This is an optimization exercise on Yosys and OpenROAD, whose aim is small area, not a production implementation.
The RTL was checked by simulation tests, not by an equivalence proof against the original design.

## flow/design.v (module list and top-level ports; edited modules follow where they fit)
// module mm_dot4: 1313 lines
// module mm_fa: 7 lines
// module mm_ha: 7 lines
// module mm_top: 164 lines
module mm_top (
    input  logic         clk_buf,
    input  logic         sys_reset,
    input  logic         cmd_valid,
    input  logic [(4 * 8)-1:0] cmd_word,
    output logic         cmd_credit,
    output logic         res_valid,
    output mm_data_pkg::mm_acc_t      res_data,
    input  logic         res_credit,
    output logic         busy,
    output logic         done
);
  // ...
==> flow/run.sh <==
#!/bin/bash
# synth_recipe.tcl (not shown) runs the flow's synth.tcl, then flattens the netlist and writes it again
# the make line also repeats each setting of config.mk as NAME=value (left out here)
make -C /OpenROAD-flow-scripts/flow DESIGN_CONFIG=/design/flow/config.mk WORK_HOME=/design/flow/orfs CLKGATE_MAP_FILE= SYNTH_SCRIPT=/design/flow/synth_recipe.tcl finish
==> flow/config.mk <==
export PLATFORM = sky130hd
export DESIGN_NAME = mm_top
export DESIGN_NICKNAME = mm_top
export VERILOG_FILES = /design/flow/design.v
export SDC_FILE = /design/flow/constraint.sdc
export NUM_CORES = 4
export LEC_CHECK = 0
export ABC_AREA = 1
export CAP_MARGIN = 10
export CORE_MARGIN = 2
export CORE_UTILIZATION = 70
export CTS_BUF_LIST = sky130_fd_sc_hd__clkbuf_4 sky130_fd_sc_hd__clkbuf_8
export SLEW_MARGIN = 10
export SYNTH_HIERARCHICAL = 1
export SYNTH_MINIMUM_KEEP_SIZE = 0
==> flow/constraint.sdc <==
create_clock -name core_clock -period 11.0 [get_ports {clk_buf}]
set_input_delay 2.2000 -clock core_clock [delete_from_list [all_inputs] [get_ports {clk_buf}]]
set_output_delay 2.2000 -clock core_clock [all_outputs]
set_load 0.01 [all_outputs]
==> impl_metrics.json, run 1 <==
{
  "status": "complete, no violations",
  "met3WireLength_mm": 5.88,
  "crit_chain": "inv_2 -> nor2_8 -> nand2_1 -> nand3_1 -> o21ai_1 -> nor2_1 -> fa_1 -> fa_1 -> fa_1 -> fa_1 -> fa_1 -> fa_1 -> fa_1 -> fa_1 -> fa_1 -> fa_1 -> ha_1 -> fa_1 -> fa_1 -> fa_1 -> fa_1 -> fa_1 -> fa_1 -> fa_1",
  "die_w_um": 169,
  "synth-edff-count": 168,
  "setup_viol": 0,
  "synth_warnings": 13,
  "cp_num_buf_inv": 1,
  "nFillCells": 1696,
  "synth_area_per_cell_um2": 11.1,
  "drive_gt1_share_pct": 9.33,
  "hold_violations": 0,
  "synth_mux_area_share_pct": 0.178,
  "finalSetupTns_ns": 0,
  "syn_inst": 1703,
  "io_buffers": 71,
  "routed_wl_mm": 53.4,
  "hold_path_end": "a_p1[0][19]",
  "syn-num-nets": 1992,
  "drc_errors": 0,
  "seq_cells": 344,
  "r2r_end": "res_q[16]",
  "regArea_um2": 8720,
  "whs_ns": 0.341,
  "cp_common_cell": "fa_1"
}
==> module mm_dot4, before the edit <==
module mm_dot4 (
    input  logic [127:0] a_rows,    
    input  logic [127:0] b_rows,    
    input  logic [3:0]   a_ok,      
    input  logic [1:0]   ri,        
    input  logic         a_ph,      
    input  logic [3:0]   b_ok,      
    input  logic [1:0]   cj,        
    output logic [17:0] y
);
    logic [7:0] a0, a1, a2, a3, b0, b1, b2, b3;
    logic [7:0] a_k [4];
    logic [7:0] b_k [4];
    logic [3:0] a_sel;       
    always_comb begin
        for (int p = 0; p < 4; p++) begin
            a_sel[p] = 1'b0;
            for (int i = 0; i < 4; i++) begin
                if (ri == 2'(i) && a_ok[i] && (i % 2) == (p % 2) &&
                    (((i / 2) == 1) == a_ph) == (p < 2)) begin
                    a_sel[p] = 1'b1;
                end
            end
        end
    end
    always_comb begin
        for (int k = 0; k < 4; k++) begin
            a_k[k] = '0;
            b_k[k] = '0;
            for (int i = 0; i < 4; i++) begin
                if (a_sel[i] && b_ok[k])             a_k[k] = a_rows[i*32 + k*8 +: 8];
                if (cj == 2'(i))                       b_k[k] = b_rows[k*32 + i*8 +: 8];
            end
        end
    end
    assign a0 = a_k[0]; assign a1 = a_k[1]; assign a2 = a_k[2]; assign a3 = a_k[3];
    assign b0 = b_k[0]; assign b1 = b_k[1]; assign b2 = b_k[2]; assign b3 = b_k[3];
    logic p1;
    logic p2;
    logic p3;
    logic p4;
    logic p5;
    logic p6;
    logic p7;
    logic p8;
    logic p9;
    logic p10;
    logic p11;
    logic p12;
    logic p13;
    logic p14;
    logic p15;
    logic p16;
    logic p17;
    logic p18;
    logic p19;
    logic p20;
    logic p21;
    logic p22;
    logic p23;
    logic p24;
    logic p25;
    logic p26;
    logic p27;
    logic p28;
    logic p29;
    logic p30;
    logic p31;
    logic p32;
    logic p33;
    logic p34;
    logic p35;
    logic p36;
    logic p37;
    logic p38;
    logic p39;
    logic p40;
    logic p41;
    logic p42;
    logic p43;
    logic p44;
    logic p45;
    logic p46;
    logic p47;
    logic p48;
    logic p49;
    logic p50;
    logic p51;
    logic p52;
    logic p53;
    logic p54;
    logic p55;
    logic p56;
    logic p57;
    logic p58;
    logic p59;
    logic p60;
    logic p61;
    logic p62;
    logic p63;
    logic p64;
    logic p65;
    logic p66;
    logic p67;
    logic p68;
    logic p69;
    logic p70;
    logic p71;
    logic p72;
    logic p73;
    logic p74;
    logic p75;
    logic p76;
    logic p77;
    logic p78;
    logic p79;
    logic p80;
    logic p81;
    logic p82;
    logic p83;
    logic p84;
    logic p85;
    logic p86;
    logic p87;
    logic p88;
    logic p89;
    logic p90;
    logic p91;
    logic p92;
    logic p93;
    logic p94;
    logic p95;
    logic p96;
    logic p97;
    logic p98;
    logic p99;
    logic p100;
    logic p101;
    logic p102;
    logic p103;
    logic p104;
    logic p105;
    logic p106;
    logic p107;
    logic p108;
    logic p109;
    logic p110;
    logic p111;
    logic p112;
    logic p113;
    logic p114;
    logic p115;
    logic p116;
    logic p117;
    logic p118;
    logic p119;
    logic p120;
    logic p121;
    logic p122;
    logic p123;
    logic p124;
    logic p125;
    logic p126;
    logic p127;
    logic p128;
    logic p129;
    logic p130;
    logic p131;
    logic p132;
    logic p133;
    logic p134;
    logic p135;
    logic p136;
    logic p137;
    logic p138;
    logic p139;
    logic p140;
    logic p141;
    logic p142;
    logic p143;
    logic p144;
    logic p145;
    logic p146;
    logic p147;
    logic p148;
    logic p149;
    logic p150;
    logic p151;
    logic p152;
    logic p153;
    logic p154;
    logic p155;
    logic p156;
    logic p157;
    logic p158;
    logic p159;
    logic p160;
    logic p161;
    logic p162;
    logic p163;
    logic p164;
    logic p165;
    logic p166;
    logic p167;
    logic p168;
    logic p169;
    logic p170;
    logic p171;
    logic p172;
    logic p173;
    logic p174;
    logic p175;
    logic p176;
    logic p177;
    logic p178;
    logic p179;
    logic p180;
    logic p181;
    logic p182;
    logic p183;
    logic p184;
    logic p185;
    logic p186;
    logic p187;
    logic p188;
    logic p189;
    logic p190;
    logic p191;
    logic p192;
    logic p193;
    logic p194;
    logic p195;
    logic p196;
    logic p197;
    logic p198;
    logic p199;
    logic p200;
    logic p201;
    logic p202;
    logic p203;
    logic p204;
    logic p205;
    logic p206;
    logic p207;
    logic p208;
    logic p209;
    logic p210;
    logic p211;
    logic p212;
    logic p213;
    logic p214;
    logic p215;
    logic p216;
    logic p217;
    logic p218;
    logic p219;
    logic p220;
    logic p221;
    logic p222;
    logic p223;
    logic p224;
    logic p225;
    logic p226;
    logic p227;
    logic p228;
    logic p229;
    logic p230;
    logic p231;
    logic p232;
    logic p233;
    logic p234;
    logic p235;
    logic p236;
    logic p237;
    logic p238;
    logic p239;
    logic p240;
    logic p241;
    logic p242;
    logic p243;
    logic p244;
    logic p245;
    logic p246;
    logic p247;
    logic p248;
    logic p249;
    logic p250;
    logic p251;
    logic p252;
    logic p253;
    logic p254;
    logic p255;
    logic p256;
    logic s257;
    logic c258;
    logic s259;
    logic c260;
    logic s261;
    logic c262;
    logic s263;
    logic c264;
    logic s265;
    logic c266;
    logic s267;
    logic c268;
    logic s269;
    logic c270;
    logic s271;
    logic c272;
    logic s273;
    logic c274;
    logic s275;
    logic c276;
    logic s277;
    logic c278;
    logic s279;
    logic c280;
    logic s281;
    logic c282;
    logic s283;
    logic c284;
    logic s285;
    logic c286;
    logic s287;
    logic c288;
    logic s289;
    logic c290;
    logic s291;
    logic c292;
    logic s293;
    logic c294;
    logic s295;
    logic c296;
    logic s297;
    logic c298;
    logic s299;
    logic c300;
    logic s301;
    logic c302;
    logic s303;
    logic c304;
    logic s305;
    logic c306;
    logic s307;
    logic c308;
    logic s309;
    logic c310;
    logic s311;
    logic c312;
    logic s313;
    logic c314;
    logic s315;
    logic c316;
    logic s317;
    logic c318;
    logic s319;
    logic c320;
    logic s321;
    logic c322;
    logic s323;
    logic c324;
    logic s325;
    logic c326;
    logic s327;
    logic c328;
    logic s329;
    logic c330;
    logic s331;
    logic c332;
    logic s333;
    logic c334;
    logic s335;
    logic c336;
    logic s337;
    logic c338;
    logic s339;
    logic c340;
    logic s341;
    logic c342;
    logic s343;
    logic c344;
    logic s345;
    logic c346;
    logic s347;
    logic c348;
    logic s349;
    logic c350;
    logic s351;
    logic c352;
    logic s353;
    logic c354;
    logic s355;
    logic c356;
    logic s357;
    logic c358;
    logic s359;
    logic c360;
    logic s361;
    logic c362;
    logic s363;
    logic c364;
    logic s365;
    logic c366;
    logic s367;
    logic c368;
    logic s369;
    logic c370;
    logic s371;
    logic c372;
    logic s373;
    logic c374;
    logic s375;
    logic c376;
    logic s377;
    logic c378;
    logic s379;
    logic c380;
    logic s381;
    logic c382;
    logic s383;
    logic c384;
    logic s385;
    logic c386;
    logic s387;
    logic c388;
    logic s389;
    logic c390;
    logic s391;
    logic c392;
    logic s393;
    logic c394;
    logic s395;
    logic c396;
    logic s397;
    logic c398;
    logic s399;
    logic c400;
    logic s401;
    logic c402;
    logic s403;
    logic c404;
    logic s405;
    logic c406;
    logic s407;
    logic c408;
    logic s409;
    logic c410;
    logic s411;
    logic c412;
    logic s413;
    logic c414;
    logic s415;
    logic c416;
    logic s417;
    logic c418;
    logic s419;
    logic c420;
    logic s421;
    logic c422;
    logic s423;
    logic c424;
    logic s425;
    logic c426;
    logic s427;
    logic c428;
    logic s429;
    logic c430;
    logic s431;
    logic c432;
    logic s433;
    logic c434;
    logic s435;
    logic c436;
    logic s437;
    logic c438;
    logic s439;
    logic c440;
    logic s441;
    logic c442;
    logic s443;
    logic c444;
    logic s445;
    logic c446;
    logic s447;
    logic c448;
    logic s449;
    logic c450;
    logic s451;
    logic c452;
    logic s453;
    logic c454;
    logic s455;
    logic c456;
    logic s457;
    logic c458;
    logic s459;
    logic c460;
    logic s461;
    logic c462;
    logic s463;
    logic c464;
    logic s465;
    logic c466;
    logic s467;
    logic c468;
    logic s469;
    logic c470;
    logic s471;
    logic c472;
    logic s473;
    logic c474;
    logic s475;
    logic c476;
    logic s477;
    logic c478;
    logic s479;
    logic c480;
    logic s481;
    logic c482;
    logic s483;
    logic c484;
    logic s485;
    logic c486;
    logic s487;
    logic c488;
    logic s489;
    logic c490;
    logic s491;
    logic c492;
    logic s493;
    logic c494;
    logic s495;
    logic c496;
    logic s497;
    logic c498;
    logic s499;
    logic c500;
    logic s501;
    logic c502;
    logic s503;
    logic c504;
    logic s505;
    logic c506;
    logic s507;
    logic c508;
    logic s509;
    logic c510;
    logic s511;
    logic c512;
    logic s513;
    logic c514;
    logic s515;
    logic c516;
    logic s517;
    logic c518;
    logic s519;
    logic c520;
    logic s521;
    logic c522;
    logic s523;
    logic c524;
    logic s525;
    logic c526;
    logic s527;
    logic c528;
    logic s529;
    logic c530;
    logic s531;
    logic c532;
    logic s533;
    logic c534;
    logic s535;
    logic c536;
    logic s537;
    logic c538;
    logic s539;
    logic c540;
    logic s541;
    logic c542;
    logic s543;
    logic c544;
    logic s545;
    logic c546;
    logic s547;
    logic c548;
    logic s549;
    logic c550;
    logic s551;
    logic c552;
    logic s553;
    logic c554;
    logic s555;
    logic c556;
    logic s557;
    logic c558;
    logic s559;
    logic c560;
    logic s561;
    logic c562;
    logic s563;
    logic c564;
    logic s565;
    logic c566;
    logic s567;
    logic c568;
    logic s569;
    logic c570;
    logic s571;
    logic c572;
    logic s573;
    logic c574;
    logic s575;
    logic c576;
    logic s577;
    logic c578;
    logic s579;
    logic c580;
    logic s581;
    logic c582;
    logic s583;
    logic c584;
    logic s585;
    logic c586;
    logic s587;
    logic c588;
    logic s589;
    logic c590;
    logic s591;
    logic c592;
    logic s593;
    logic c594;
    logic s595;
    logic c596;
    logic s597;
    logic c598;
    logic s599;
    logic c600;
    logic s601;
    logic c602;
    logic s603;
    logic c604;
    logic s605;
    logic c606;
    logic s607;
    logic c608;
    logic s609;
    logic c610;
    logic s611;
    logic c612;
    logic s613;
    logic c614;
    logic s615;
    logic c616;
    logic s617;
    logic c618;
    logic s619;
    logic c620;
    logic s621;
    logic c622;
    logic s623;
    logic c624;
    logic s625;
    logic c626;
    logic s627;
    logic c628;
    logic s629;
    logic c630;
    logic s631;
    logic c632;
    logic s633;
    logic c634;
    logic s635;
    logic c636;
    logic s637;
    logic c638;
    logic s639;
    logic c640;
    logic s641;
    logic c642;
    logic s643;
    logic c644;
    logic s645;
    logic c646;
    logic s647;
    logic c648;
    logic s649;
    logic c650;
    logic s651;
    logic c652;
    logic s653;
    logic c654;
    logic s655;
    logic c656;
    logic s657;
    logic c658;
    logic s659;
    logic c660;
    logic s661;
    logic c662;
    logic s663;
    logic c664;
    logic s665;
    logic c666;
    logic s667;
    logic c668;
    logic s669;
    logic c670;
    logic s671;
    logic c672;
    logic s673;
    logic c674;
    logic s675;
    logic c676;
    logic s677;
    logic c678;
    logic s679;
    logic c680;
    logic s681;
    logic c682;
    logic s683;
    logic c684;
    logic s685;
    logic c686;
    logic s687;
    logic c688;
    logic s689;
    logic c690;
    logic s691;
    logic c692;
    logic s693;
    logic c694;
    logic s695;
    logic c696;
    logic s697;
    logic c698;
    logic s699;
    logic c700;
    logic s701;
    logic c702;
    logic s703;
    logic c704;
    logic s705;
    logic c706;
    logic s707;
    logic c708;
    logic s709;
    logic c710;
    logic s711;
    logic c712;
    logic s713;
    logic c714;
    logic s715;
    logic c716;
    logic s717;
    logic c718;
    logic s719;
    logic c720;
    logic s721;
    logic c722;
    logic s723;
    logic c724;
    logic s725;
    logic c726;
    logic s727;
    logic c728;
    logic s729;
    logic c730;
    logic s731;
    logic c732;
    logic s733;
    logic c734;
    logic s735;
    logic c736;
    logic s737;
    logic c738;
    logic s739;
    logic c740;
    logic s741;
    logic c742;
    logic s743;
    logic c744;
    logic s745;
    logic c746;
    logic s747;
    logic c748;
    logic s749;
    logic c750;
    logic s751;
    logic c752;
    assign p1 = (a0[0] & b0[0]);
    assign p2 = (a1[0] & b1[0]);
    assign p3 = (a2[0] & b2[0]);
    assign p4 = (a3[0] & b3[0]);
    assign p5 = (a0[0] & b0[1]);
    assign p6 = (a0[1] & b0[0]);
    assign p7 = (a1[0] & b1[1]);
    assign p8 = (a1[1] & b1[0]);
    assign p9 = (a2[0] & b2[1]);
    assign p10 = (a2[1] & b2[0]);
    assign p11 = (a3[0] & b3[1]);
    assign p12 = (a3[1] & b3[0]);
    assign p13 = (a0[0] & b0[2]);
    assign p14 = (a0[1] & b0[1]);
    assign p15 = (a0[2] & b0[0]);
    assign p16 = (a1[0] & b1[2]);
    assign p17 = (a1[1] & b1[1]);
    assign p18 = (a1[2] & b1[0]);
    assign p19 = (a2[0] & b2[2]);
    assign p20 = (a2[1] & b2[1]);
    assign p21 = (a2[2] & b2[0]);
    assign p22 = (a3[0] & b3[2]);
    assign p23 = (a3[1] & b3[1]);
    assign p24 = (a3[2] & b3[0]);
    assign p25 = (a0[0] & b0[3]);
    assign p26 = (a0[1] & b0[2]);
    assign p27 = (a0[2] & b0[1]);
    assign p28 = (a0[3] & b0[0]);
    assign p29 = (a1[0] & b1[3]);
    assign p30 = (a1[1] & b1[2]);
    assign p31 = (a1[2] & b1[1]);
    assign p32 = (a1[3] & b1[0]);
    assign p33 = (a2[0] & b2[3]);
    assign p34 = (a2[1] & b2[2]);
    assign p35 = (a2[2] & b2[1]);
    assign p36 = (a2[3] & b2[0]);
    assign p37 = (a3[0] & b3[3]);
    assign p38 = (a3[1] & b3[2]);
    assign p39 = (a3[2] & b3[1]);
    assign p40 = (a3[3] & b3[0]);
    assign p41 = (a0[0] & b0[4]);
    assign p42 = (a0[1] & b0[3]);
    assign p43 = (a0[2] & b0[2]);
    assign p44 = (a0[3] & b0[1]);
    assign p45 = (a0[4] & b0[0]);
    assign p46 = (a1[0] & b1[4]);
    assign p47 = (a1[1] & b1[3]);
    assign p48 = (a1[2] & b1[2]);
    assign p49 = (a1[3] & b1[1]);
    assign p50 = (a1[4] & b1[0]);
    assign p51 = (a2[0] & b2[4]);
    assign p52 = (a2[1] & b2[3]);
    assign p53 = (a2[2] & b2[2]);
    assign p54 = (a2[3] & b2[1]);
    assign p55 = (a2[4] & b2[0]);
    assign p56 = (a3[0] & b3[4]);
    assign p57 = (a3[1] & b3[3]);
    assign p58 = (a3[2] & b3[2]);
    assign p59 = (a3[3] & b3[1]);
    assign p60 = (a3[4] & b3[0]);
    assign p61 = (a0[0] & b0[5]);
    assign p62 = (a0[1] & b0[4]);
    assign p63 = (a0[2] & b0[3]);
    assign p64 = (a0[3] & b0[2]);
    assign p65 = (a0[4] & b0[1]);
    assign p66 = (a0[5] & b0[0]);
    assign p67 = (a1[0] & b1[5]);
    assign p68 = (a1[1] & b1[4]);
    assign p69 = (a1[2] & b1[3]);
    assign p70 = (a1[3] & b1[2]);
    assign p71 = (a1[4] & b1[1]);
    assign p72 = (a1[5] & b1[0]);
    assign p73 = (a2[0] & b2[5]);
    assign p74 = (a2[1] & b2[4]);
    assign p75 = (a2[2] & b2[3]);
    assign p76 = (a2[3] & b2[2]);
    assign p77 = (a2[4] & b2[1]);
    assign p78 = (a2[5] & b2[0]);
    assign p79 = (a3[0] & b3[5]);
    assign p80 = (a3[1] & b3[4]);
    assign p81 = (a3[2] & b3[3]);
    assign p82 = (a3[3] & b3[2]);
    assign p83 = (a3[4] & b3[1]);
    assign p84 = (a3[5] & b3[0]);
    assign p85 = (a0[0] & b0[6]);
    assign p86 = (a0[1] & b0[5]);
    assign p87 = (a0[2] & b0[4]);
    assign p88 = (a0[3] & b0[3]);
    assign p89 = (a0[4] & b0[2]);
    assign p90 = (a0[5] & b0[1]);
    assign p91 = (a0[6] & b0[0]);
    assign p92 = (a1[0] & b1[6]);
    assign p93 = (a1[1] & b1[5]);
    assign p94 = (a1[2] & b1[4]);
    assign p95 = (a1[3] & b1[3]);
    assign p96 = (a1[4] & b1[2]);
    assign p97 = (a1[5] & b1[1]);
    assign p98 = (a1[6] & b1[0]);
    assign p99 = (a2[0] & b2[6]);
    assign p100 = (a2[1] & b2[5]);
    assign p101 = (a2[2] & b2[4]);
    assign p102 = (a2[3] & b2[3]);
    assign p103 = (a2[4] & b2[2]);
    assign p104 = (a2[5] & b2[1]);
    assign p105 = (a2[6] & b2[0]);
    assign p106 = (a3[0] & b3[6]);
    assign p107 = (a3[1] & b3[5]);
    assign p108 = (a3[2] & b3[4]);
    assign p109 = (a3[3] & b3[3]);
    assign p110 = (a3[4] & b3[2]);
    assign p111 = (a3[5] & b3[1]);
    assign p112 = (a3[6] & b3[0]);
    assign p113 = (~a0[0] | ~b0[7]);
    assign p114 = (a0[1] & b0[6]);
    assign p115 = (a0[2] & b0[5]);
    assign p116 = (a0[3] & b0[4]);
    assign p117 = (a0[4] & b0[3]);
    assign p118 = (a0[5] & b0[2]);
    assign p119 = (a0[6] & b0[1]);
    assign p120 = (~a0[7] | ~b0[0]);
    assign p121 = (~a1[0] | ~b1[7]);
    assign p122 = (a1[1] & b1[6]);
    assign p123 = (a1[2] & b1[5]);
    assign p124 = (a1[3] & b1[4]);
    assign p125 = (a1[4] & b1[3]);
    assign p126 = (a1[5] & b1[2]);
    assign p127 = (a1[6] & b1[1]);
    assign p128 = (~a1[7] | ~b1[0]);
    assign p129 = (~a2[0] | ~b2[7]);
    assign p130 = (a2[1] & b2[6]);
    assign p131 = (a2[2] & b2[5]);
    assign p132 = (a2[3] & b2[4]);
    assign p133 = (a2[4] & b2[3]);
    assign p134 = (a2[5] & b2[2]);
    assign p135 = (a2[6] & b2[1]);
    assign p136 = (~a2[7] | ~b2[0]);
    assign p137 = (~a3[0] | ~b3[7]);
    assign p138 = (a3[1] & b3[6]);
    assign p139 = (a3[2] & b3[5]);
    assign p140 = (a3[3] & b3[4]);
    assign p141 = (a3[4] & b3[3]);
    assign p142 = (a3[5] & b3[2]);
    assign p143 = (a3[6] & b3[1]);
    assign p144 = (~a3[7] | ~b3[0]);
    assign p145 = (~a0[1] | ~b0[7]);
    assign p146 = (a0[2] & b0[6]);
    assign p147 = (a0[3] & b0[5]);
    assign p148 = (a0[4] & b0[4]);
    assign p149 = (a0[5] & b0[3]);
    assign p150 = (a0[6] & b0[2]);
    assign p151 = (~a0[7] | ~b0[1]);
    assign p152 = (~a1[1] | ~b1[7]);
    assign p153 = (a1[2] & b1[6]);
    assign p154 = (a1[3] & b1[5]);
    assign p155 = (a1[4] & b1[4]);
    assign p156 = (a1[5] & b1[3]);
    assign p157 = (a1[6] & b1[2]);
    assign p158 = (~a1[7] | ~b1[1]);
    assign p159 = (~a2[1] | ~b2[7]);
    assign p160 = (a2[2] & b2[6]);
    assign p161 = (a2[3] & b2[5]);
    assign p162 = (a2[4] & b2[4]);
    assign p163 = (a2[5] & b2[3]);
    assign p164 = (a2[6] & b2[2]);
    assign p165 = (~a2[7] | ~b2[1]);
    assign p166 = (~a3[1] | ~b3[7]);
    assign p167 = (a3[2] & b3[6]);
    assign p168 = (a3[3] & b3[5]);
    assign p169 = (a3[4] & b3[4]);
    assign p170 = (a3[5] & b3[3]);
    assign p171 = (a3[6] & b3[2]);
    assign p172 = (~a3[7] | ~b3[1]);
    assign p173 = (~a0[2] | ~b0[7]);
    assign p174 = (a0[3] & b0[6]);
    assign p175 = (a0[4] & b0[5]);
    assign p176 = (a0[5] & b0[4]);
    assign p177 = (a0[6] & b0[3]);
    assign p178 = (~a0[7] | ~b0[2]);
    assign p179 = (~a1[2] | ~b1[7]);
    assign p180 = (a1[3] & b1[6]);
    assign p181 = (a1[4] & b1[5]);
    assign p182 = (a1[5] & b1[4]);
    assign p183 = (a1[6] & b1[3]);
    assign p184 = (~a1[7] | ~b1[2]);
    assign p185 = (~a2[2] | ~b2[7]);
    assign p186 = (a2[3] & b2[6]);
    assign p187 = (a2[4] & b2[5]);
    assign p188 = (a2[5] & b2[4]);
    assign p189 = (a2[6] & b2[3]);
    assign p190 = (~a2[7] | ~b2[2]);
    assign p191 = (~a3[2] | ~b3[7]);
    assign p192 = (a3[3] & b3[6]);
    assign p193 = (a3[4] & b3[5]);
    assign p194 = (a3[5] & b3[4]);
    assign p195 = (a3[6] & b3[3]);
    assign p196 = (~a3[7] | ~b3[2]);
    assign p197 = (~a0[3] | ~b0[7]);
    assign p198 = (a0[4] & b0[6]);
    assign p199 = (a0[5] & b0[5]);
    assign p200 = (a0[6] & b0[4]);
    assign p201 = (~a0[7] | ~b0[3]);
    assign p202 = (~a1[3] | ~b1[7]);
    assign p203 = (a1[4] & b1[6]);
    assign p204 = (a1[5] & b1[5]);
    assign p205 = (a1[6] & b1[4]);
    assign p206 = (~a1[7] | ~b1[3]);
    assign p207 = (~a2[3] | ~b2[7]);
    assign p208 = (a2[4] & b2[6]);
    assign p209 = (a2[5] & b2[5]);
    assign p210 = (a2[6] & b2[4]);
    assign p211 = (~a2[7] | ~b2[3]);
    assign p212 = (~a3[3] | ~b3[7]);
    assign p213 = (a3[4] & b3[6]);
    assign p214 = (a3[5] & b3[5]);
    assign p215 = (a3[6] & b3[4]);
    assign p216 = (~a3[7] | ~b3[3]);
    assign p217 = (~a0[4] | ~b0[7]);
    assign p218 = (a0[5] & b0[6]);
    assign p219 = (a0[6] & b0[5]);
    assign p220 = (~a0[7] | ~b0[4]);
    assign p221 = (~a1[4] | ~b1[7]);
    assign p222 = (a1[5] & b1[6]);
    assign p223 = (a1[6] & b1[5]);
    assign p224 = (~a1[7] | ~b1[4]);
    assign p225 = (~a2[4] | ~b2[7]);
    assign p226 = (a2[5] & b2[6]);
    assign p227 = (a2[6] & b2[5]);
    assign p228 = (~a2[7] | ~b2[4]);
    assign p229 = (~a3[4] | ~b3[7]);
    assign p230 = (a3[5] & b3[6]);
    assign p231 = (a3[6] & b3[5]);
    assign p232 = (~a3[7] | ~b3[4]);
    assign p233 = (~a0[5] | ~b0[7]);
    assign p234 = (a0[6] & b0[6]);
    assign p235 = (~a0[7] | ~b0[5]);
    assign p236 = (~a1[5] | ~b1[7]);
    assign p237 = (a1[6] & b1[6]);
    assign p238 = (~a1[7] | ~b1[5]);
    assign p239 = (~a2[5] | ~b2[7]);
    assign p240 = (a2[6] & b2[6]);
    assign p241 = (~a2[7] | ~b2[5]);
    assign p242 = (~a3[5] | ~b3[7]);
    assign p243 = (a3[6] & b3[6]);
    assign p244 = (~a3[7] | ~b3[5]);
    assign p245 = (~a0[6] | ~b0[7]);
    assign p246 = (~a0[7] | ~b0[6]);
    assign p247 = (~a1[6] | ~b1[7]);
    assign p248 = (~a1[7] | ~b1[6]);
    assign p249 = (~a2[6] | ~b2[7]);
    assign p250 = (~a2[7] | ~b2[6]);
    assign p251 = (~a3[6] | ~b3[7]);
    assign p252 = (~a3[7] | ~b3[6]);
    assign p253 = (a0[7] & b0[7]);
    assign p254 = (a1[7] & b1[7]);
    assign p255 = (a2[7] & b2[7]);
    assign p256 = (a3[7] & b3[7]);
    mm_fa u_s257 (.a(p1), .b(p2), .c(p3), .s(s257), .co(c258));
    mm_ha u_s259 (.a(p4), .b(s257), .s(s259), .co(c260));
    mm_fa u_s261 (.a(p5), .b(p6), .c(p7), .s(s261), .co(c262));
    mm_fa u_s263 (.a(p8), .b(p9), .c(p10), .s(s263), .co(c264));
    mm_fa u_s265 (.a(p11), .b(p12), .c(c258), .s(s265), .co(c266));
    mm_fa u_s267 (.a(s261), .b(s263), .c(c260), .s(s267), .co(c268));
    mm_ha u_s269 (.a(s265), .b(s267), .s(s269), .co(c270));
    mm_fa u_s271 (.a(p13), .b(p14), .c(p15), .s(s271), .co(c272));
    mm_fa u_s273 (.a(p16), .b(p17), .c(p18), .s(s273), .co(c274));
    mm_fa u_s275 (.a(p19), .b(p20), .c(p21), .s(s275), .co(c276));
    mm_fa u_s277 (.a(p22), .b(p23), .c(p24), .s(s277), .co(c278));
    mm_fa u_s279 (.a(c262), .b(c264), .c(s271), .s(s279), .co(c280));
    mm_fa u_s281 (.a(s273), .b(s275), .c(s277), .s(s281), .co(c282));
    mm_fa u_s283 (.a(c266), .b(s279), .c(s281), .s(s283), .co(c284));
    mm_fa u_s285 (.a(c268), .b(c270), .c(s283), .s(s285), .co(c286));
    mm_fa u_s287 (.a(p25), .b(p26), .c(p27), .s(s287), .co(c288));
    mm_fa u_s289 (.a(p28), .b(p29), .c(p30), .s(s289), .co(c290));
    mm_fa u_s291 (.a(p31), .b(p32), .c(p33), .s(s291), .co(c292));
    mm_fa u_s293 (.a(p34), .b(p35), .c(p36), .s(s293), .co(c294));
    mm_fa u_s295 (.a(p37), .b(p38), .c(p39), .s(s295), .co(c296));
    mm_fa u_s297 (.a(p40), .b(c272), .c(c274), .s(s297), .co(c298));
    mm_fa u_s299 (.a(c276), .b(c278), .c(s287), .s(s299), .co(c300));
    mm_fa u_s301 (.a(s289), .b(s291), .c(s293), .s(s301), .co(c302));
    mm_fa u_s303 (.a(s295), .b(s297), .c(c280), .s(s303), .co(c304));
    mm_fa u_s305 (.a(c282), .b(s299), .c(s301), .s(s305), .co(c306));
    mm_fa u_s307 (.a(c284), .b(s303), .c(s305), .s(s307), .co(c308));
    mm_ha u_s309 (.a(c286), .b(s307), .s(s309), .co(c310));
    mm_fa u_s311 (.a(p41), .b(p42), .c(p43), .s(s311), .co(c312));
    mm_fa u_s313 (.a(p44), .b(p45), .c(p46), .s(s313), .co(c314));
    mm_fa u_s315 (.a(p47), .b(p48), .c(p49), .s(s315), .co(c316));
    mm_fa u_s317 (.a(p50), .b(p51), .c(p52), .s(s317), .co(c318));
    mm_fa u_s319 (.a(p53), .b(p54), .c(p55), .s(s319), .co(c320));
    mm_fa u_s321 (.a(p56), .b(p57), .c(p58), .s(s321), .co(c322));
    mm_fa u_s323 (.a(p59), .b(p60), .c(c288), .s(s323), .co(c324));
    mm_fa u_s325 (.a(c290), .b(c292), .c(c294), .s(s325), .co(c326));
    mm_fa u_s327 (.a(c296), .b(s311), .c(s313), .s(s327), .co(c328));
    mm_fa u_s329 (.a(s315), .b(s317), .c(s319), .s(s329), .co(c330));
    mm_fa u_s331 (.a(s321), .b(c298), .c(s323), .s(s331), .co(c332));
    mm_fa u_s333 (.a(s325), .b(c300), .c(c302), .s(s333), .co(c334));
    mm_fa u_s335 (.a(s327), .b(s329), .c(c304), .s(s335), .co(c336));
    mm_fa u_s337 (.a(c306), .b(s331), .c(s333), .s(s337), .co(c338));
    mm_fa u_s339 (.a(s335), .b(c308), .c(s337), .s(s339), .co(c340));
    mm_ha u_s341 (.a(c310), .b(s339), .s(s341), .co(c342));
    mm_fa u_s343 (.a(p61), .b(p62), .c(p63), .s(s343), .co(c344));
    mm_fa u_s345 (.a(p64), .b(p65), .c(p66), .s(s345), .co(c346));
    mm_fa u_s347 (.a(p67), .b(p68), .c(p69), .s(s347), .co(c348));
    mm_fa u_s349 (.a(p70), .b(p71), .c(p72), .s(s349), .co(c350));
    mm_fa u_s351 (.a(p73), .b(p74), .c(p75), .s(s351), .co(c352));
    mm_fa u_s353 (.a(p76), .b(p77), .c(p78), .s(s353), .co(c354));
    mm_fa u_s355 (.a(p79), .b(p80), .c(p81), .s(s355), .co(c356));
    mm_fa u_s357 (.a(p82), .b(p83), .c(p84), .s(s357), .co(c358));
    mm_fa u_s359 (.a(c312), .b(c314), .c(c316), .s(s359), .co(c360));
    mm_fa u_s361 (.a(c318), .b(c320), .c(c322), .s(s361), .co(c362));
    mm_fa u_s363 (.a(s343), .b(s345), .c(s347), .s(s363), .co(c364));
    mm_fa u_s365 (.a(s349), .b(s351), .c(s353), .s(s365), .co(c366));
    mm_fa u_s367 (.a(s355), .b(s357), .c(c324), .s(s367), .co(c368));
    mm_fa u_s369 (.a(c326), .b(s359), .c(s361), .s(s369), .co(c370));
    mm_fa u_s371 (.a(c328), .b(c330), .c(s363), .s(s371), .co(c372));
    mm_fa u_s373 (.a(s365), .b(c332), .c(s367), .s(s373), .co(c374));
    mm_fa u_s375 (.a(c334), .b(s369), .c(s371), .s(s375), .co(c376));
    mm_fa u_s377 (.a(c336), .b(c338), .c(s373), .s(s377), .co(c378));
    mm_fa u_s379 (.a(s375), .b(c340), .c(s377), .s(s379), .co(c380));
    mm_ha u_s381 (.a(c342), .b(s379), .s(s381), .co(c382));
    mm_fa u_s383 (.a(p85), .b(p86), .c(p87), .s(s383), .co(c384));
    mm_fa u_s385 (.a(p88), .b(p89), .c(p90), .s(s385), .co(c386));
    mm_fa u_s387 (.a(p91), .b(p92), .c(p93), .s(s387), .co(c388));
    mm_fa u_s389 (.a(p94), .b(p95), .c(p96), .s(s389), .co(c390));
    mm_fa u_s391 (.a(p97), .b(p98), .c(p99), .s(s391), .co(c392));
    mm_fa u_s393 (.a(p100), .b(p101), .c(p102), .s(s393), .co(c394));
    mm_fa u_s395 (.a(p103), .b(p104), .c(p105), .s(s395), .co(c396));
    mm_fa u_s397 (.a(p106), .b(p107), .c(p108), .s(s397), .co(c398));
    mm_fa u_s399 (.a(p109), .b(p110), .c(p111), .s(s399), .co(c400));
    mm_fa u_s401 (.a(p112), .b(c344), .c(c346), .s(s401), .co(c402));
    mm_fa u_s403 (.a(c348), .b(c350), .c(c352), .s(s403), .co(c404));
    mm_fa u_s405 (.a(c354), .b(c356), .c(c358), .s(s405), .co(c406));
    mm_fa u_s407 (.a(s383), .b(s385), .c(s387), .s(s407), .co(c408));
    mm_fa u_s409 (.a(s389), .b(s391), .c(s393), .s(s409), .co(c410));
    mm_fa u_s411 (.a(s395), .b(s397), .c(s399), .s(s411), .co(c412));
    mm_fa u_s413 (.a(c360), .b(c362), .c(s401), .s(s413), .co(c414));
    mm_fa u_s415 (.a(s403), .b(s405), .c(c364), .s(s415), .co(c416));
    mm_fa u_s417 (.a(c366), .b(s407), .c(s409), .s(s417), .co(c418));
    mm_fa u_s419 (.a(s411), .b(c368), .c(c370), .s(s419), .co(c420));
    mm_fa u_s421 (.a(c372), .b(s413), .c(s415), .s(s421), .co(c422));
    mm_fa u_s423 (.a(s417), .b(c374), .c(s419), .s(s423), .co(c424));
    mm_fa u_s425 (.a(c376), .b(s421), .c(c378), .s(s425), .co(c426));
    mm_fa u_s427 (.a(s423), .b(c380), .c(s425), .s(s427), .co(c428));
    mm_ha u_s429 (.a(c382), .b(s427), .s(s429), .co(c430));
    mm_fa u_s431 (.a(p113), .b(p114), .c(p115), .s(s431), .co(c432));
    mm_fa u_s433 (.a(p116), .b(p117), .c(p118), .s(s433), .co(c434));
    mm_fa u_s435 (.a(p119), .b(p120), .c(p121), .s(s435), .co(c436));
    mm_fa u_s437 (.a(p122), .b(p123), .c(p124), .s(s437), .co(c438));
    mm_fa u_s439 (.a(p125), .b(p126), .c(p127), .s(s439), .co(c440));
    mm_fa u_s441 (.a(p128), .b(p129), .c(p130), .s(s441), .co(c442));
    mm_fa u_s443 (.a(p131), .b(p132), .c(p133), .s(s443), .co(c444));
    mm_fa u_s445 (.a(p134), .b(p135), .c(p136), .s(s445), .co(c446));
    mm_fa u_s447 (.a(p137), .b(p138), .c(p139), .s(s447), .co(c448));
    mm_fa u_s449 (.a(p140), .b(p141), .c(p142), .s(s449), .co(c450));
    mm_fa u_s451 (.a(p143), .b(p144), .c(c384), .s(s451), .co(c452));
    mm_fa u_s453 (.a(c386), .b(c388), .c(c390), .s(s453), .co(c454));
    mm_fa u_s455 (.a(c392), .b(c394), .c(c396), .s(s455), .co(c456));
    mm_fa u_s457 (.a(c398), .b(c400), .c(s431), .s(s457), .co(c458));
    mm_fa u_s459 (.a(s433), .b(s435), .c(s437), .s(s459), .co(c460));
    mm_fa u_s461 (.a(s439), .b(s441), .c(s443), .s(s461), .co(c462));
    mm_fa u_s463 (.a(s445), .b(s447), .c(s449), .s(s463), .co(c464));
    mm_fa u_s465 (.a(c402), .b(c404), .c(c406), .s(s465), .co(c466));
    mm_fa u_s467 (.a(s451), .b(s453), .c(s455), .s(s467), .co(c468));
    mm_fa u_s469 (.a(c408), .b(c410), .c(c412), .s(s469), .co(c470));
    mm_fa u_s471 (.a(s457), .b(s459), .c(s461), .s(s471), .co(c472));
    mm_fa u_s473 (.a(s463), .b(c414), .c(s465), .s(s473), .co(c474));
    mm_fa u_s475 (.a(c416), .b(c418), .c(s467), .s(s475), .co(c476));
    mm_fa u_s477 (.a(s469), .b(s471), .c(c420), .s(s477), .co(c478));
    mm_fa u_s479 (.a(c422), .b(s473), .c(s475), .s(s479), .co(c480));
    mm_fa u_s481 (.a(c424), .b(s477), .c(s479), .s(s481), .co(c482));
    mm_fa u_s483 (.a(c426), .b(s481), .c(c428), .s(s483), .co(c484));
    mm_ha u_s485 (.a(c430), .b(s483), .s(s485), .co(c486));
    mm_fa u_s487 (.a(p145), .b(p146), .c(p147), .s(s487), .co(c488));
    mm_fa u_s489 (.a(p148), .b(p149), .c(p150), .s(s489), .co(c490));
    mm_fa u_s491 (.a(p151), .b(p152), .c(p153), .s(s491), .co(c492));
    mm_fa u_s493 (.a(p154), .b(p155), .c(p156), .s(s493), .co(c494));
    mm_fa u_s495 (.a(p157), .b(p158), .c(p159), .s(s495), .co(c496));
    mm_fa u_s497 (.a(p160), .b(p161), .c(p162), .s(s497), .co(c498));
    mm_fa u_s499 (.a(p163), .b(p164), .c(p165), .s(s499), .co(c500));
    mm_fa u_s501 (.a(p166), .b(p167), .c(p168), .s(s501), .co(c502));
    mm_fa u_s503 (.a(p169), .b(p170), .c(p171), .s(s503), .co(c504));
    mm_fa u_s505 (.a(p172), .b(c432), .c(c434), .s(s505), .co(c506));
    mm_fa u_s507 (.a(c436), .b(c438), .c(c440), .s(s507), .co(c508));
    mm_fa u_s509 (.a(c442), .b(c444), .c(c446), .s(s509), .co(c510));
    mm_fa u_s511 (.a(c448), .b(c450), .c(s487), .s(s511), .co(c512));
    mm_fa u_s513 (.a(s489), .b(s491), .c(s493), .s(s513), .co(c514));
    mm_fa u_s515 (.a(s495), .b(s497), .c(s499), .s(s515), .co(c516));
    mm_fa u_s517 (.a(s501), .b(s503), .c(c452), .s(s517), .co(c518));
    mm_fa u_s519 (.a(c454), .b(c456), .c(s505), .s(s519), .co(c520));
    mm_fa u_s521 (.a(s507), .b(s509), .c(c458), .s(s521), .co(c522));
    mm_fa u_s523 (.a(c460), .b(c462), .c(c464), .s(s523), .co(c524));
    mm_fa u_s525 (.a(s511), .b(s513), .c(s515), .s(s525), .co(c526));
    mm_fa u_s527 (.a(c466), .b(c468), .c(s517), .s(s527), .co(c528));
    mm_fa u_s529 (.a(c470), .b(c472), .c(s519), .s(s529), .co(c530));
    mm_fa u_s531 (.a(s521), .b(s523), .c(s525), .s(s531), .co(c532));
    mm_fa u_s533 (.a(c474), .b(c476), .c(s527), .s(s533), .co(c534));
    mm_fa u_s535 (.a(s529), .b(s531), .c(c478), .s(s535), .co(c536));
    mm_fa u_s537 (.a(c480), .b(s533), .c(s535), .s(s537), .co(c538));
    mm_fa u_s539 (.a(c482), .b(s537), .c(c484), .s(s539), .co(c540));
    mm_ha u_s541 (.a(c486), .b(s539), .s(s541), .co(c542));
    mm_fa u_s543 (.a(p173), .b(p174), .c(p175), .s(s543), .co(c544));
    mm_fa u_s545 (.a(p176), .b(p177), .c(p178), .s(s545), .co(c546));
    mm_fa u_s547 (.a(p179), .b(p180), .c(p181), .s(s547), .co(c548));
    mm_fa u_s549 (.a(p182), .b(p183), .c(p184), .s(s549), .co(c550));
    mm_fa u_s551 (.a(p185), .b(p186), .c(p187), .s(s551), .co(c552));
    mm_fa u_s553 (.a(p188), .b(p189), .c(p190), .s(s553), .co(c554));
    mm_fa u_s555 (.a(p191), .b(p192), .c(p193), .s(s555), .co(c556));
    mm_fa u_s557 (.a(p194), .b(p195), .c(p196), .s(s557), .co(c558));
    mm_fa u_s559 (.a(c488), .b(c490), .c(c492), .s(s559), .co(c560));
    mm_fa u_s561 (.a(c494), .b(c496), .c(c498), .s(s561), .co(c562));
    mm_fa u_s563 (.a(c500), .b(c502), .c(c504), .s(s563), .co(c564));
    mm_fa u_s565 (.a(s543), .b(s545), .c(s547), .s(s565), .co(c566));
    mm_fa u_s567 (.a(s549), .b(s551), .c(s553), .s(s567), .co(c568));
    mm_fa u_s569 (.a(s555), .b(s557), .c(c506), .s(s569), .co(c570));
    mm_fa u_s571 (.a(c508), .b(c510), .c(s559), .s(s571), .co(c572));
    mm_fa u_s573 (.a(s561), .b(s563), .c(c512), .s(s573), .co(c574));
    mm_fa u_s575 (.a(c514), .b(c516), .c(s565), .s(s575), .co(c576));
    mm_fa u_s577 (.a(s567), .b(c518), .c(c520), .s(s577), .co(c578));
    mm_fa u_s579 (.a(s569), .b(c522), .c(c524), .s(s579), .co(c580));
    mm_fa u_s581 (.a(c526), .b(s571), .c(s573), .s(s581), .co(c582));
    mm_fa u_s583 (.a(s575), .b(c528), .c(s577), .s(s583), .co(c584));
    mm_fa u_s585 (.a(c530), .b(s579), .c(c532), .s(s585), .co(c586));
    mm_fa u_s587 (.a(s581), .b(c534), .c(s583), .s(s587), .co(c588));
    mm_fa u_s589 (.a(s585), .b(c536), .c(s587), .s(s589), .co(c590));
    mm_fa u_s591 (.a(c538), .b(s589), .c(c540), .s(s591), .co(c592));
    mm_ha u_s593 (.a(c542), .b(s591), .s(s593), .co(c594));
    assign s595 = ~(p197 ^ p198);
    assign c596 = p197 | p198;
    mm_fa u_s597 (.a(p199), .b(p200), .c(p201), .s(s597), .co(c598));
    mm_fa u_s599 (.a(p202), .b(p203), .c(p204), .s(s599), .co(c600));
    mm_fa u_s601 (.a(p205), .b(p206), .c(p207), .s(s601), .co(c602));
    mm_fa u_s603 (.a(p208), .b(p209), .c(p210), .s(s603), .co(c604));
    mm_fa u_s605 (.a(p211), .b(p212), .c(p213), .s(s605), .co(c606));
    mm_fa u_s607 (.a(p214), .b(p215), .c(p216), .s(s607), .co(c608));
    mm_fa u_s609 (.a(c544), .b(c546), .c(c548), .s(s609), .co(c610));
    mm_fa u_s611 (.a(c550), .b(c552), .c(c554), .s(s611), .co(c612));
    mm_fa u_s613 (.a(c556), .b(c558), .c(s595), .s(s613), .co(c614));
    mm_fa u_s615 (.a(s597), .b(s599), .c(s601), .s(s615), .co(c616));
    mm_fa u_s617 (.a(s603), .b(s605), .c(s607), .s(s617), .co(c618));
    mm_fa u_s619 (.a(c560), .b(c562), .c(c564), .s(s619), .co(c620));
    mm_fa u_s621 (.a(s609), .b(s611), .c(c566), .s(s621), .co(c622));
    mm_fa u_s623 (.a(c568), .b(s613), .c(s615), .s(s623), .co(c624));
    mm_fa u_s625 (.a(s617), .b(c570), .c(c572), .s(s625), .co(c626));
    mm_fa u_s627 (.a(s619), .b(c574), .c(c576), .s(s627), .co(c628));
    mm_fa u_s629 (.a(s621), .b(s623), .c(c578), .s(s629), .co(c630));
    mm_fa u_s631 (.a(c580), .b(s625), .c(c582), .s(s631), .co(c632));
    mm_fa u_s633 (.a(s627), .b(c584), .c(s629), .s(s633), .co(c634));
    mm_fa u_s635 (.a(c586), .b(s631), .c(c588), .s(s635), .co(c636));
    mm_fa u_s637 (.a(s633), .b(c590), .c(s635), .s(s637), .co(c638));
    mm_fa u_s639 (.a(s637), .b(c592), .c(c594), .s(s639), .co(c640));
    mm_fa u_s641 (.a(p217), .b(p218), .c(p219), .s(s641), .co(c642));
    mm_fa u_s643 (.a(p220), .b(p221), .c(p222), .s(s643), .co(c644));
    mm_fa u_s645 (.a(p223), .b(p224), .c(p225), .s(s645), .co(c646));
    mm_fa u_s647 (.a(p226), .b(p227), .c(p228), .s(s647), .co(c648));
    mm_fa u_s649 (.a(p229), .b(p230), .c(p231), .s(s649), .co(c650));
    mm_fa u_s651 (.a(p232), .b(c596), .c(c598), .s(s651), .co(c652));
    mm_fa u_s653 (.a(c600), .b(c602), .c(c604), .s(s653), .co(c654));
    mm_fa u_s655 (.a(c606), .b(c608), .c(s641), .s(s655), .co(c656));
    mm_fa u_s657 (.a(s643), .b(s645), .c(s647), .s(s657), .co(c658));
    mm_fa u_s659 (.a(s649), .b(c610), .c(c612), .s(s659), .co(c660));
    mm_fa u_s661 (.a(s651), .b(s653), .c(c614), .s(s661), .co(c662));
    mm_fa u_s663 (.a(c616), .b(c618), .c(s655), .s(s663), .co(c664));
    mm_fa u_s665 (.a(s657), .b(c620), .c(s659), .s(s665), .co(c666));
    mm_fa u_s667 (.a(c622), .b(c624), .c(s661), .s(s667), .co(c668));
    mm_fa u_s669 (.a(s663), .b(c626), .c(c628), .s(s669), .co(c670));
    mm_fa u_s671 (.a(s665), .b(s667), .c(c630), .s(s671), .co(c672));
    mm_fa u_s673 (.a(c632), .b(s669), .c(c634), .s(s673), .co(c674));
    mm_fa u_s675 (.a(s671), .b(c636), .c(s673), .s(s675), .co(c676));
    mm_fa u_s677 (.a(c638), .b(s675), .c(c640), .s(s677), .co(c678));
    mm_fa u_s679 (.a(p233), .b(p234), .c(p235), .s(s679), .co(c680));
    mm_fa u_s681 (.a(p236), .b(p237), .c(p238), .s(s681), .co(c682));
    mm_fa u_s683 (.a(p239), .b(p240), .c(p241), .s(s683), .co(c684));
    mm_fa u_s685 (.a(p242), .b(p243), .c(p244), .s(s685), .co(c686));
    mm_fa u_s687 (.a(c642), .b(c644), .c(c646), .s(s687), .co(c688));
    mm_fa u_s689 (.a(c648), .b(c650), .c(s679), .s(s689), .co(c690));
    mm_fa u_s691 (.a(s681), .b(s683), .c(s685), .s(s691), .co(c692));
    mm_fa u_s693 (.a(c652), .b(c654), .c(s687), .s(s693), .co(c694));
    mm_fa u_s695 (.a(c656), .b(c658), .c(s689), .s(s695), .co(c696));
    mm_fa u_s697 (.a(s691), .b(c660), .c(c662), .s(s697), .co(c698));
    mm_fa u_s699 (.a(c664), .b(s693), .c(s695), .s(s699), .co(c700));
    mm_fa u_s701 (.a(c666), .b(c668), .c(s697), .s(s701), .co(c702));
    mm_fa u_s703 (.a(s699), .b(c670), .c(s701), .s(s703), .co(c704));
    mm_fa u_s705 (.a(c672), .b(s703), .c(c674), .s(s705), .co(c706));
    mm_fa u_s707 (.a(c676), .b(s705), .c(c678), .s(s707), .co(c708));
    mm_fa u_s709 (.a(p245), .b(p246), .c(p247), .s(s709), .co(c710));
    mm_fa u_s711 (.a(p248), .b(p249), .c(p250), .s(s711), .co(c712));
    mm_fa u_s713 (.a(p251), .b(p252), .c(c680), .s(s713), .co(c714));
    mm_fa u_s715 (.a(c682), .b(c684), .c(c686), .s(s715), .co(c716));
    mm_fa u_s717 (.a(s709), .b(s711), .c(c688), .s(s717), .co(c718));
    mm_fa u_s719 (.a(s713), .b(s715), .c(c690), .s(s719), .co(c720));
    mm_fa u_s721 (.a(c692), .b(c694), .c(s717), .s(s721), .co(c722));
    mm_fa u_s723 (.a(c696), .b(s719), .c(c698), .s(s723), .co(c724));
    mm_fa u_s725 (.a(s721), .b(c700), .c(c702), .s(s725), .co(c726));
    mm_fa u_s727 (.a(s723), .b(c704), .c(s725), .s(s727), .co(c728));
    mm_fa u_s729 (.a(s727), .b(c706), .c(c708), .s(s729), .co(c730));
    mm_fa u_s731 (.a(p253), .b(p254), .c(p255), .s(s731), .co(c732));
    mm_fa u_s733 (.a(p256), .b(c710), .c(c712), .s(s733), .co(c734));
    mm_fa u_s735 (.a(s731), .b(c714), .c(c716), .s(s735), .co(c736));
    mm_fa u_s737 (.a(s733), .b(c718), .c(s735), .s(s737), .co(c738));
    mm_fa u_s739 (.a(c720), .b(c722), .c(s737), .s(s739), .co(c740));
    mm_fa u_s741 (.a(c724), .b(s739), .c(c726), .s(s741), .co(c742));
    mm_fa u_s743 (.a(c728), .b(s741), .c(c730), .s(s743), .co(c744));
    mm_fa u_s745 (.a(c732), .b(c734), .c(c736), .s(s745), .co(c746));
    mm_fa u_s747 (.a(c738), .b(s745), .c(c740), .s(s747), .co(c748));
    mm_fa u_s749 (.a(s747), .b(c742), .c(c744), .s(s749), .co(c750));
    mm_fa u_s751 (.a(c746), .b(c748), .c(c750), .s(s751), .co(c752));
    assign y[0] = s259;
    assign y[1] = s269;
    assign y[2] = s285;
    assign y[3] = s309;
    assign y[4] = s341;
    assign y[5] = s381;
    assign y[6] = s429;
    assign y[7] = s485;
    assign y[8] = s541;
    assign y[9] = s593;
    assign y[10] = s639;
    assign y[11] = s677;
    assign y[12] = s707;
    assign y[13] = s729;
    assign y[14] = s743;
    assign y[15] = s749;
    assign y[16] = s751;
    assign y[17] = ~(c752);
endmodule
==> module mm_top, before the edit <==
module mm_top (
    input  logic         clk_buf,
    input  logic         sys_reset,
    input  logic         cmd_valid,
    input  logic [(4 * 8)-1:0] cmd_word,
    output logic         cmd_credit,
    output logic         res_valid,
    output mm_data_pkg::mm_acc_t      res_data,
    input  logic         res_credit,
    output logic         busy,
    output logic         done
);
    logic [3:0]  slot0, slot1;
    logic        wr_ptr, rd_ptr;
    logic [1:0]  fill;
    logic        wexp;           
    logic        expect_data;    
    logic [31:0] dreg;
    logic        row_sel_b;
    logic [1:0]  row_idx;
    logic [3:0]  head;
    logic        pop;
    assign head       = rd_ptr ? slot1 : slot0;
    assign pop        = (fill != 2'd0) && !busy;
    assign cmd_credit = pop;
    always_ff @(posedge clk_buf) begin
        if (cmd_valid) begin
            if (wr_ptr) slot1 <= cmd_word[3:0];
            else        slot0 <= cmd_word[3:0];
        end
        if (cmd_valid && wexp) begin
            dreg <= cmd_word;
        end
    end
    always_ff @(posedge clk_buf or posedge sys_reset) begin
        if (sys_reset) begin
            wr_ptr      <= 1'b0;
            rd_ptr      <= 1'b0;
            fill        <= 2'd0;
            wexp        <= 1'b0;
            expect_data <= 1'b0;
            row_sel_b   <= 1'b0;
            row_idx     <= 2'd0;
        end else begin
            if (cmd_valid) begin
                wr_ptr <= ~wr_ptr;
                wexp   <= !wexp && (cmd_word[1:0] == mm_cmd_pkg::OP_LOAD_A ||
                                    cmd_word[1:0] == mm_cmd_pkg::OP_LOAD_B);
            end
            if (pop) begin
                rd_ptr <= ~rd_ptr;
            end
            case ({cmd_valid, pop})
                2'b10:   fill <= fill + 1'b1;
                2'b01:   fill <= fill - 1'b1;
                default: ;
            endcase
            if (pop) begin
                if (expect_data) begin
                    expect_data <= 1'b0;
                end else if (head[1:0] == mm_cmd_pkg::OP_LOAD_A ||
                             head[1:0] == mm_cmd_pkg::OP_LOAD_B) begin
                    expect_data <= 1'b1;
                    row_sel_b   <= head[1];
                    row_idx     <= head[3:2];
                end
            end
        end
    end
    logic [31:0] a_p0 [2];
    logic [31:0] a_p1 [2];
    logic [31:0] b_buf [4];
    logic [3:0]  a_ok, b_ok;
    logic        a_ph;
    logic        a_pend;
    logic        row_we;
    logic        a_we_now;
    logic        a_wr;
    assign row_we   = pop && expect_data;
    assign a_we_now = row_we && !row_sel_b;
    assign a_wr     = (a_we_now && (row_idx[1] != a_ph)) || a_pend;
    always_ff @(posedge clk_buf) begin
        for (int g = 0; g < 2; g++) begin
            a_p1[g] <= a_p0[g];
            a_p0[g] <= (a_wr && row_idx[0] == 1'(g)) ? dreg : a_p1[g];
        end
        for (int r = 0; r < 4; r++) begin
            if (row_we && row_sel_b && row_idx == 2'(r)) b_buf[r] <= dreg;
        end
    end
    always_ff @(posedge clk_buf or posedge sys_reset) begin
        if (sys_reset) begin
            a_ph   <= 1'b0;
            a_pend <= 1'b0;
            a_ok   <= 4'd0;
            b_ok   <= 4'd0;
        end else begin
            a_ph   <= !a_ph;
            a_pend <= a_we_now && (row_idx[1] == a_ph);
            for (int r = 0; r < 4; r++) begin
                if (row_we && !row_sel_b && row_idx == 2'(r)) a_ok[r] <= 1'b1;
                if (row_we &&  row_sel_b && row_idx == 2'(r)) b_ok[r] <= 1'b1;
            end
        end
    end
    logic [3:0] cnt;
    logic       draining;
    logic [2:0] credits;
    logic       send;
    logic       advance;
    logic       drain_done;
    logic       start;
    assign send       = draining && (credits != 3'd0);
    assign drain_done = busy && !draining && res_valid;
    assign advance    = (busy && !draining && !res_valid) || send;
    assign start      = pop && !expect_data && (head[1:0] == mm_cmd_pkg::OP_START);
    always_ff @(posedge clk_buf or posedge sys_reset) begin
        if (sys_reset) begin
            cnt       <= 4'd0;
            busy      <= 1'b0;
            done      <= 1'b0;
            draining  <= 1'b0;
            res_valid <= 1'b0;
            credits   <= 3'(4);
        end else begin
            res_valid <= send;
            if (advance) begin
                cnt <= cnt + 1'b1;
                if (cnt == 4'd15) begin
                    draining <= !draining;
                end
            end
            if (drain_done) begin
                busy <= 1'b0;
                done <= 1'b1;
            end
            if (start) begin
                busy <= 1'b1;
                done <= 1'b0;
            end
            case ({send, res_credit})
                2'b10:   credits <= credits - 1'b1;
                2'b01:   credits <= credits + 1'b1;
                default: ;
            endcase
        end
    end
    logic [17:0] sum;
    mm_dot4 u_dot (
        .a_rows ({a_p1[1], a_p1[0], a_p0[1], a_p0[0]}),
        .b_rows ({b_buf[3], b_buf[2], b_buf[1], b_buf[0]}),
        .a_ok   (a_ok),
        .ri     (cnt[3:2]),
        .a_ph   (a_ph),
        .b_ok   (b_ok),
        .cj     (cnt[1:0]),
        .y      (sum)
    );
    logic [17:0] res_q;
    always_ff @(posedge clk_buf) begin
        res_q <= sum;
    end
    assign res_data = {{14{res_q[17]}}, res_q};
endmodule
==> run 2, diff against run 1 <==
--- a/flow/design.v
+++ b/flow/design.v
@@ -23,2 +23,3 @@
 module mm_dot4 (
+    input  logic         clk_buf,
     input  logic [127:0] a_rows,    
@@ -30,3 +31,3 @@
     input  logic [1:0]   cj,        
-    output logic [17:0] y
+    output logic [17:0] q     
 );
@@ -36,2 +37,6 @@
     logic [3:0] a_sel;       
+    logic [3:0] sa [4];      
+    logic [3:0] sb;          
+    logic [7:0] na_lo [4], na_hi [4], nb_lo [4], nb_hi [4];
+    logic [17:0] y;
     always_comb begin
@@ -46,12 +51,24 @@
         end
-    end
-    always_comb begin
         for (int k = 0; k < 4; k++) begin
-            a_k[k] = '0;
-            b_k[k] = '0;
-            for (int i = 0; i < 4; i++) begin
-                if (a_sel[i] && b_ok[k])             a_k[k] = a_rows[i*32 + k*8 +: 8];
-                if (cj == 2'(i))                       b_k[k] = b_rows[k*32 + i*8 +: 8];
+            for (int p = 0; p < 4; p++) begin
+                sa[k][p] = a_sel[p] && b_ok[k];
             end
         end
+        for (int j = 0; j < 4; j++) begin
+            sb[j] = (cj == 2'(j));
+        end
+    end
+    for (genvar k = 0; k < 4; k++) begin : g_k
+        for (genvar x = 0; x < 8; x++) begin : g_x
+            mm_aoi22 u_alo (.a(a_rows[0*32 + k*8 + x]), .b(sa[k][0]),
+                            .c(a_rows[1*32 + k*8 + x]), .d(sa[k][1]), .y(na_lo[k][x]));
+            mm_aoi22 u_ahi (.a(a_rows[2*32 + k*8 + x]), .b(sa[k][2]),
+                            .c(a_rows[3*32 + k*8 + x]), .d(sa[k][3]), .y(na_hi[k][x]));
+            mm_aoi22 u_blo (.a(b_rows[k*32 + 0*8 + x]), .b(sb[0]),
+                            .c(b_rows[k*32 + 1*8 + x]), .d(sb[1]), .y(nb_lo[k][x]));
+            mm_aoi22 u_bhi (.a(b_rows[k*32 + 2*8 + x]), .b(sb[2]),
+                            .c(b_rows[k*32 + 3*8 + x]), .d(sb[3]), .y(nb_hi[k][x]));
+            assign a_k[k][x] = ~(na_lo[k][x] & na_hi[k][x]);
+            assign b_k[k][x] = ~(nb_lo[k][x] & nb_hi[k][x]);
+        end
     end
@@ -59,2 +76,5 @@
     assign b0 = b_k[0]; assign b1 = b_k[1]; assign b2 = b_k[2]; assign b3 = b_k[3];
+    always_ff @(posedge clk_buf) begin
+        q <= y;
+    end
     logic p1;
@@ -1342,2 +1362,8 @@
 endmodule
+module mm_aoi22 (
+    input  logic a, b, c, d,
+    output logic y
+);
+    assign y = ~((a & b) | (c & d));
+endmodule
 module mm_ha (
@@ -1497,4 +1523,5 @@
     end
-    logic [17:0] sum;
+    logic [17:0] res_q;
     mm_dot4 u_dot (
+        .clk_buf (clk_buf),
         .a_rows ({a_p1[1], a_p1[0], a_p0[1], a_p0[0]}),
@@ -1506,8 +1533,4 @@
         .cj     (cnt[1:0]),
-        .y      (sum)
+        .q      (res_q)
     );
-    logic [17:0] res_q;
-    always_ff @(posedge clk_buf) begin
-        res_q <= sum;
-    end
     assign res_data = {{14{res_q[17]}}, res_q};
==> flow/flow/run.sh (new file) <==
#!/bin/bash
# Layout flow: the standard flow (standard.sh) with two changes:
#  - synthesis maps the combinational logic with an area-only ABC script
#    (flow/abc_area_only.script) instead of ORFS's delay-biased one; the
#    rest of the synthesis script, registers included, is the standard flow's own
#  - port buffers are the smallest buffer, sky130_fd_sc_hd__buf_1
# Every tool's output goes to the ORFS logs under orfs/logs; make's own
# output goes to flow.log here.
set -euo pipefail
HERE=$(pwd)

# Synthesis script: synth_recipe.tcl with the ABC call redirected
{
  head -n 1 synth_recipe.tcl
  cat <<EOT
proc abc {args} {
  set i [lsearch -exact \$args -script]
  if {\$i >= 0} { lset args [expr {\$i + 1}] $HERE/flow/abc_area_only.script }
  puts "abc (area-only script): \$args"
  yosys abc {*}\$args
}
EOT
  tail -n +2 synth_recipe.tcl
} > my_synth.tcl

sed "s#SYNTH_SCRIPT=[^ ]*synth_recipe.tcl#SYNTH_SCRIPT=$HERE/my_synth.tcl#" standard.sh > my_standard.sh
grep -q "SYNTH_SCRIPT=$HERE/my_synth.tcl" my_standard.sh

export BUFFER_PORTS_ARGS="-buffer_cell sky130_fd_sc_hd__buf_1"
bash my_standard.sh > flow.log 2>&1
==> flow/flow/abc_area_only.script (new file) <==
strash
dch
map -a
==> flow/standard.sh (new file) <==
#!/bin/bash
# synth_recipe.tcl (not shown) runs the flow's synth.tcl, then flattens the netlist and writes it again
# the make line also repeats each setting of config.mk as NAME=value (left out here)
make -C /OpenROAD-flow-scripts/flow DESIGN_CONFIG=/design/flow/config.mk WORK_HOME=/design/flow/orfs CLKGATE_MAP_FILE= SYNTH_SCRIPT=/design/flow/synth_recipe.tcl "${@:-finish}"
--- a/flow/config.mk
+++ b/flow/config.mk
@@ -10,4 +10,6 @@
 export CORE_MARGIN = 2
-export CORE_UTILIZATION = 70
-export CTS_BUF_LIST = sky130_fd_sc_hd__clkbuf_4 sky130_fd_sc_hd__clkbuf_8
+export CORE_UTILIZATION = 80
+export CTS_BUF_LIST = sky130_fd_sc_hd__clkbuf_8 sky130_fd_sc_hd__clkbuf_16
+export CTS_CLUSTER_DIAMETER = 80
+export CTS_CLUSTER_SIZE = 20
 export SLEW_MARGIN = 10
removed: flow/run.sh
==> run 2 against run 1 <==
Effect of this change:
- still clean
- sequential share of layout area rose by 4.5 points
- cell area fell by 9.8%
- global-route usage rose by 8.4 points
- die area fell by 19%
- critical path type unchanged
==> impl_metrics.json, run 2 <==
{
  "setup_viol": 0,
  "regArea_um2": 8720,
  "root_buffer": "clkbuf_16",
  "async_flop_share_pct": 8.72,
  "worstMarginPinSlew_ns": 1.20,
  "synth_ff_type": "edfxtp_1",
  "drive_gt1_share_pct": 8.83,
  "ys_seq_area_share_pct": 49.7,
  "clock.fmax_mhz": 95.4,
  "grt_pass1_vias": 13500,
  "routed_wl_mm": 53.1,
  "status": "complete, no violations",
  "layout_commonest_cell": "fa_1",
  "ant_nets": 0,
  "start_util_pct": 80.9,
  "dpl.hpwl_mm": 35.8,
  "io_buffers": 71,
  "grt_util_met3_pct": 15.0,
  "multiInputGateArea_um2": 8450,
  "synth_top_area_cell": "edfxtp_1",
  "reg_top3": "b_buf x128, a_p0 x64, a_p1 x64",
  "die_w_um": 152,
  "nFillCells": 914,
  "track_usage_pct": 48.0,
  "hold_violations": 0,
  "vias": 12400,
  "cp_data_arrival_time_ns": 10.89,
  "final_cell_mix": "239 x fa_1, 219 x nor2_1, 168 x edfxtp_1",
  "cts_sinks": 344,
  "finalSetupTns_ns": 0,
  "synth_warnings": 21,
  "whs_ns": 0.355,
  "clk_pin_slew_ns": 0.09,
  "row_count": 54,
  "grt_util_met2_pct": 74.8,
  "startpoint_type": "flop",
  "r2r_end": "u_dot.q[16]",
  "synth_area_per_cell_um2": 13.4,
  "die_height_um": 152,
  "clock_path_buffers": 3,
  "crit_required_ns": 11.41,
  "synth.top_cell.area_share_pct": 28.7,
  "syn_inst": 1309,
  "hold_path_end": "a_p1[0][1]",
  "ys_seq_elements": 344,
  "syn-num-nets": 1598,
  "use_met1_pct": 58.7,
  "dieArea_um2": 23100,
  "grt_pass1_wl_mm": 80.8,
  "holdBufCountCts": 0,
  "clk_latency_ns": 0.55,
  "hold_depth": 0,
  "coreArea_um2": 21700,
  "wl_per_cell_um": 31.3,
  "slew_headroom_pct": 19.8,
  "synth-edff-count": 168,
  "drc_errors": 0,
  "slew_violations": 0,
  "cts_tree": "built",
  "io_pins": 72,
  "maxCapViolCount": 0,
  "synth.most_common_cell": "fa_1",
  "areaGrowthSynthToFinish_pct": 7.16,
  "regMostFlops": "b_buf",
  "worstRegToRegCells": 26,
  "rsz0062_at_grt": "no",
  "crit_fanout": 8,
  "gr-total-overflow": 0,
  "hp-start": "a_p0[0][1]",
  "min_period_ns": 10.48
}
## run 2: cell count changes after synthesis, moves of 15 or more
| cell | previous run | this run |
|---|---|---|
| buf_2 | 22 | 0 |
| mux2_2 | 3 | 66 |
| nand2_1 | 284 | 133 |
| a22oi_1 | 0 | 131 |
| nor2_1 | 246 | 224 |
| inv_1 | 106 | 0 |
| o21bai_1 | 15 | 0 |
| buf_4 | 34 | 14 |
| clkinv_1 | 0 | 84 |
| o21ai_0 | 43 | 12 |
| nand3_1 | 202 | 6 |
| nor3_1 | 30 | 6 |
## run 2: worst max-delay path, cell delays in order (launching register included)
cell	delay (ns)
dfrtp_1	0.48
nand2_1	0.10
nor2_1	0.15
o21ai_0	0.32
nor2_1	0.66
a22oi_1	0.25
nand2_1	0.28
clkinv_1	0.30
nor2_1	0.23
fa_1	0.47
fa_1	0.41
fa_1	0.46
fa_1	0.51
fa_1	0.47
fa_1	0.48
fa_1	0.40
fa_1	0.39
fa_1	0.40
fa_1	0.46
ha_1	0.23
fa_1	0.40
fa_1	0.40
fa_1	0.40
fa_1	0.39
fa_1	0.40
fa_1	0.40
fa_1	0.47
## run 2: layout make-up
class	instances	share of cell area, %
antenna	1	0.0133
clock buffer	21	2.79
clock inverter	16	0.412
inverter	84	1.68
multi-input combinational	867	44.9
sequential	344	46.4
tap	280	1.86
timing repair buffer	83	1.96
## run 2: per-stage QoR
stage | cells | utilization [%] | setup slack (ns) | instance area (µm²)
2_1_floorplan | 1309 | - | 1.56 | 17600
3_3_place_gp | 1658 | 83.9 | 1.14 | 18200
3_5_place_dp | 1658 | 83.9 | 0.756 | 18200
4_1_cts | 1695 | 86.7 | 0.579 | 18800
5_1_grt | 1695 | 86.7 | 0.310 | 18800
6_report | 1696 | 86.7 | 0.523 | 18800
## run 2: worst max path at each step
stage,from,end,depth (start not counted)
detailed placement,cnt[2],u_dot.q[16],27
finish,cnt[2],u_dot.q[16],26
CTS,cnt[2],u_dot.q[16],27
floorplan,cnt[1],u_dot.q[16],24
global placement,cnt[0],u_dot.q[16],25
global route,cnt[2],u_dot.q[16],27
## run 2: modules after synthesis (local to each module, per instance)
module	times used	area [µm²]
mm_top	1	9740
mm_aoi22	128	7.51
mm_dot4	1	1970
mm_fa	238	20.0
mm_ha	9	12.5
## run 2: repair_timing
item / CTS / global route
endpoints found under the hold margin: 0 / 0
endpoints found under the setup margin: 0 / 1
resized for setup: 0 / 1
## run 2: cells by family (layout without fill, tap and decap cells)
kind of cell	after synthesis	count (layout)	share of synthesized area (%)
AO/OA/AOI/OAI	159	159	6.54
XOR/XNOR	10	10	0.499
AND/OR/NAND/NOR	377	377	8.28
flip-flops	344	344	49.7
other	0	1	0
adder cells (fa/ha/maj)	253	253	28.3
buffers and inverters	98	204	2.40
multiplexers	68	68	4.35
## run 2: per-layer routing
layer | routed length (µm) | part of all wire [%]
met1 | 16400 | 31
met2 | 24500 | 46
met3 | 7070 | 13
met4 | 5070 | 9.6
met5 | 0 | 0

[separate check: timing with driven ports]
The flow's constraints put no driver on any port. The routed layouts listed below were extracted and timed again, unchanged, in two steps. Step 1 assumes that a clkbuf_16 drives the clock port and a buf_2 every other input. Step 2 also shifts input and output timing later by t, the mid clock arrival at the registers, as if the neighbouring blocks saw the same clock. Slacks: ideal / step 1 / step 2; pairs: ideal / step 1.
| run | t (ns) | setup slack, ns | worst setup path after step 2 |
|---|---|---|---|
| run 1 | 0.648 | 0.740 / 0.740 / 0.740 | register to register |
| run 2 | 0.591 | 0.523 / 0.523 / 0.523 | register to register |
After both steps setup and hold are still met in every run listed.
